What follows belongs to an exercise in optimizing a design on an open flow for small area and a short achievable clock period; a production flow would make more cautious choices. Where RTL was checked, it was by simulation tests only, not by an equivalence proof against the original. Power figures rest on the tool's default switching activity, not on a simulated workload.

==> flow/design.v (excerpt) <==
module awb_gain_est #(
    parameter int ACC_W = 24,
    parameter int CNT_W = 16
) (
    input  logic            clk,
    input  logic            rst,
    input  logic            pix_valid_i,
    input  logic [1:0]      pix_color_i,
    input  logic [7:0]      pix_value_i,
    input  logic            pix_last_i,
    output logic [15:0]     K_R,
    output logic [15:0]     K_G,
    output logic [15:0]     K_B,
    output logic            valid_gain_o,
    output logic            busy_o,
    output logic            overrun_o
);
For scale: roughly 2,400 cells after synthesis, about 330 flip-flops, about 65 I/O pins.
clock: 13.0 ns
lec_check: 0
cap_margin: 20
core_margin: 2
core_utilization: 40
cts_buf_list: sky130_fd_sc_hd__clkbuf_8
cts_cluster_diameter: 55
cts_cluster_size: 16
slew_margin: 20
standard.sh (not shown) runs the stock make flow with config.mk's settings and CLKGATE_MAP_FILE= SYNTH_SCRIPT=/design/flow/synth_recipe.tcl, a recipe that flattens the netlist after the stock synthesis.
==> flow/flow/run.sh <==
#!/bin/bash
# Standard layout, with fast port buffers and repair_timing asked for extra
# setup slack so the achieved period shrinks. Each make step's log lands in
# orfs/logs; make's own output goes to make_finish.log.
set -euo pipefail
bash standard.sh SETUP_SLACK_MARGIN=9.15 \
  "BUFFER_PORTS_ARGS=-buffer_cell sky130_fd_sc_hd__buf_4" \
  finish > make_finish.log 2>&1
The starting point finished with timing, DRC and antenna clean.
==> next run, changes <==
--- a/flow/flow/run.sh
+++ b/flow/flow/run.sh
@@ -6 +6 @@
-bash standard.sh SETUP_SLACK_MARGIN=9.15 \
+bash standard.sh SETUP_SLACK_MARGIN=9 \
Settings changed: CELL_PAD_IN_SITES_DETAIL_PLACEMENT from default to 0, CELL_PAD_IN_SITES_GLOBAL_PLACEMENT from default to 0, CORE_UTILIZATION 40 to 60, PLACE_DENSITY from default to 0.75.
Worst hold slack is worse by 0.015 ns.
First-iteration DRC count rose by about 50%.
Routed wire length fell by 3.9%.


awb_gain_est, a different RTL version from the one above (not shown whole).
Size in the first run: about 330 flip-flops, ~23000 um^2 of cells after synthesis.
Settings: LEC_CHECK=0, CAP_MARGIN=20, CORE_MARGIN=2, CORE_UTILIZATION=40, CTS_BUF_LIST=sky130_fd_sc_hd__clkbuf_8 sky130_fd_sc_hd__clkbuf_16, CTS_CLUSTER_DIAMETER=60, CTS_CLUSTER_SIZE=20, SLEW_MARGIN=20; clock period 13.0 ns.
==> flow/flow/run.sh <==
#!/bin/bash
# Standard layout, with fast port buffers and repair_timing asked for extra
# setup slack so the achieved period shrinks. Each make step's log lands in
# orfs/logs; make's own output goes to make_finish.log.
set -euo pipefail
bash standard.sh SETUP_SLACK_MARGIN=9 \
  "BUFFER_PORTS_ARGS=-buffer_cell sky130_fd_sc_hd__buf_4" \
  finish > make_finish.log 2>&1
The baseline finished clean.
Next try:
CTS_BUF_LIST = sky130_fd_sc_hd__clkbuf_8   (was sky130_fd_sc_hd__clkbuf_8 sky130_fd_sc_hd__clkbuf_16)
CTS_CLUSTER_DIAMETER = 55   (was 60)
CTS_CLUSTER_SIZE = 16   (was 20)
Cell area goes down by 1.3%.
Utilization fell by 0.61 points.
Worst hold slack gets better by 0.0044 ns.
Clock-buffer cell count grows by 1.
Via count came out higher by about 0.9%.
Synthesized cell count does not change.
Non-clock buffer count is higher by 12.
Fmax fell by 0.42%.
No functional check of the RTL was part of any run of this note.


Setup of build 22:
awb_gain_est with an RTL version that a note above also has.
Size: about 2400 cells after synthesis, about 330 flip-flops, about 65 I/O pins.
==> flow/config.mk <==
export PLATFORM = sky130hd
export DESIGN_NAME = awb_gain_est
export DESIGN_NICKNAME = awb_gain_est
export VERILOG_FILES = /design/flow/design.v
export SDC_FILE = /design/flow/constraint.sdc
export NUM_CORES = 4
export LEC_CHECK = 0
export CAP_MARGIN = 20
export CELL_PAD_IN_SITES_DETAIL_PLACEMENT = 0
export CELL_PAD_IN_SITES_GLOBAL_PLACEMENT = 0
export CORE_MARGIN = 2
export CORE_UTILIZATION = 40
export CTS_BUF_LIST = sky130_fd_sc_hd__clkbuf_8
export CTS_CLUSTER_DIAMETER = 55
export CTS_CLUSTER_SIZE = 16
export PLACE_DENSITY = 0.9
export SLEW_MARGIN = 20
==> flow/constraint.sdc <==
create_clock -name core_clock -period 13.0 [get_ports {clk}]
set_input_delay 2.6000 -clock core_clock [delete_from_list [all_inputs] [get_ports {clk}]]
set_output_delay 2.6000 -clock core_clock [all_outputs]
set_load 0.01 [all_outputs]
Scripts as last shown in full above: flow/flow/run.sh
Relative to build 22, the following input files were edited for build 17:
==> flow/flow/run.sh <==
#!/bin/bash
# Standard layout with fast port buffers. Synthesis, floorplan and placement
# run with the standard setup margin; clock tree synthesis and routing ask
# repair_timing for extra setup slack so the achieved period shrinks. Each
# make step's log lands in orfs/logs; make's own output goes to make_*.log.
set -euo pipefail
bash standard.sh "BUFFER_PORTS_ARGS=-buffer_cell sky130_fd_sc_hd__buf_4" \
  synth floorplan place > make_place.log 2>&1
bash standard.sh SETUP_SLACK_MARGIN=9 \
  "BUFFER_PORTS_ARGS=-buffer_cell sky130_fd_sc_hd__buf_4" \
  finish > make_finish.log 2>&1
--- a/flow/config.mk
+++ b/flow/config.mk
@@ -8,4 +8,2 @@
 export CAP_MARGIN = 20
-export CELL_PAD_IN_SITES_DETAIL_PLACEMENT = 0
-export CELL_PAD_IN_SITES_GLOBAL_PLACEMENT = 0
 export CORE_MARGIN = 2
@@ -15,3 +13,2 @@
 export CTS_CLUSTER_SIZE = 16
-export PLACE_DENSITY = 0.9
 export SLEW_MARGIN = 20
Notes after the runs:
Higher number of global-route vias before repair among build 17 and build 22: build 17. Wire length: build 17 and build 22 compared, lower one is build 22. Side by side, setup slack turned out higher in build 17 than in build 22.
--- input diff build 17..build 29 ---
==> flow/flow/run.sh <==
#!/bin/bash
# Standard layout, with fast port buffers and repair_timing asked for extra
# setup slack so the achieved period shrinks. Each make step's log lands in
# orfs/logs; make's own output goes to make_finish.log.
set -euo pipefail
bash standard.sh SETUP_SLACK_MARGIN=9 \
  "BUFFER_PORTS_ARGS=-buffer_cell sky130_fd_sc_hd__buf_4" \
  finish > make_finish.log 2>&1
--- a/flow/config.mk
+++ b/flow/config.mk
@@ -8,2 +8,4 @@
 export CAP_MARGIN = 20
+export CELL_PAD_IN_SITES_DETAIL_PLACEMENT = 0
+export CELL_PAD_IN_SITES_GLOBAL_PLACEMENT = 0
 export CORE_MARGIN = 2
@@ -13,2 +15,3 @@
 export CTS_CLUSTER_SIZE = 16
+export PLACE_DENSITY = 0.7
 export SLEW_MARGIN = 20
Findings:
- Looking at worst setup path endpoint, the N_B[3] result is from build 29; the E_B[3] one comes from build 17.
- Layout buffer count excluding clock buffers is lower on build 29
- Looking at clock power, build 29 sits 16% lower than build 17 does.
- In summary, build 29 completed successfully, with a layout that passed the timing, DRC and antenna checks.
- Of build 29 and build 17, the run reporting the lower portion of the layout cell area used by non-clock buffers was build 29.
- Against build 17, worst slew slack as a fraction of its limit in build 29 came out better.
- Changes observed in build 29 relative to build 17: number of filler instances in the final layout dropped 2.4%; routability congestion estimate from global placement dropped about 0.64%; relative contribution of the clock network to total power dropped 2.4 points.
- Summary — via count of the first global-routing pass, build 29 relative to build 17: lower, by 177.
- Compared to build 17, the router laid down less metal wire for build 29.
[inputs] build 45 vs build 29
--- a/flow/config.mk
+++ b/flow/config.mk
@@ -12,6 +12,6 @@
 export CORE_UTILIZATION = 40
-export CTS_BUF_LIST = sky130_fd_sc_hd__clkbuf_8
-export CTS_CLUSTER_DIAMETER = 55
-export CTS_CLUSTER_SIZE = 16
-export PLACE_DENSITY = 0.7
+export CTS_BUF_LIST = sky130_fd_sc_hd__clkbuf_8 sky130_fd_sc_hd__clkbuf_16
+export CTS_CLUSTER_DIAMETER = 70
+export CTS_CLUSTER_SIZE = 24
+export PLACE_DENSITY = 0.75
 export SLEW_MARGIN = 20
Results
Looking at internal power, build 45 sits 0.99% higher than build 29 does. In build 45 relative to build 29, areal power density over the cells had gone up slightly. Hold slack on build 45 is behind build 29. Relative to build 29, the final cell area reported for build 45 is lower. In the metrics for build 29 and build 45, the one carrying the higher power is build 29.

[static timing again, ports no longer ideal]
Ports are ideal in the flow. The routed layouts listed here were re-timed in OpenROAD.
Step 1 (the two cells are an assumption about what drives the block):
set clk [get_ports {clk}]
set_driving_cell -lib_cell sky130_fd_sc_hd__clkbuf_16 $clk
set_driving_cell -lib_cell sky130_fd_sc_hd__buf_2 [delete_from_list [all_inputs] $clk]
Step 2, shift: input delay + t, output delay - t, t = (earliest + latest rising clock arrival at the registers) / 2. This alone moves slack from input paths to output paths.
Three values: ideal, step 1, step 2; two values: the first two.
run	shift t [ns]	setup slack, ns	worst hold slack (ns)	latest minus earliest clock arrival (ns)	worst slew at a driven data input, ns
the first run of note 1	0.681	9.125 / 9.083 / 9.125	0.482 / 0.482 / 0.482	0.067 / 0.067	0.03
the second run of note 1	0.639	9.061 / 9.061 / 9.061	0.468 / 0.468 / 0.468	0.033 / 0.033	0.03
the first run of note 2	0.615	9.019 / 9.002 / 9.019	0.463 / 0.463 / 0.463	0.032 / 0.033	0.03
the second run of note 2	0.696	9.002 / 9.002 / 9.002	0.468 / 0.468 / 0.468	0.052 / 0.053	0.03
build 22	0.728	9.030 / 8.993 / 9.030	0.470 / 0.470 / 0.470	0.028 / 0.028	0.03
build 17	0.692	9.041 / 9.021 / 9.041	0.470 / 0.470 / 0.470	0.104 / 0.103	0.03
build 29	0.665	9.041 / 9.026 / 9.041	0.480 / 0.480 / 0.480	0.038 / 0.039	0.04
build 45	0.637	9.090 / 9.075 / 9.090	0.469 / 0.469 / 0.469	0.034 / 0.034	0.03
After both steps every run listed still meets setup and hold.
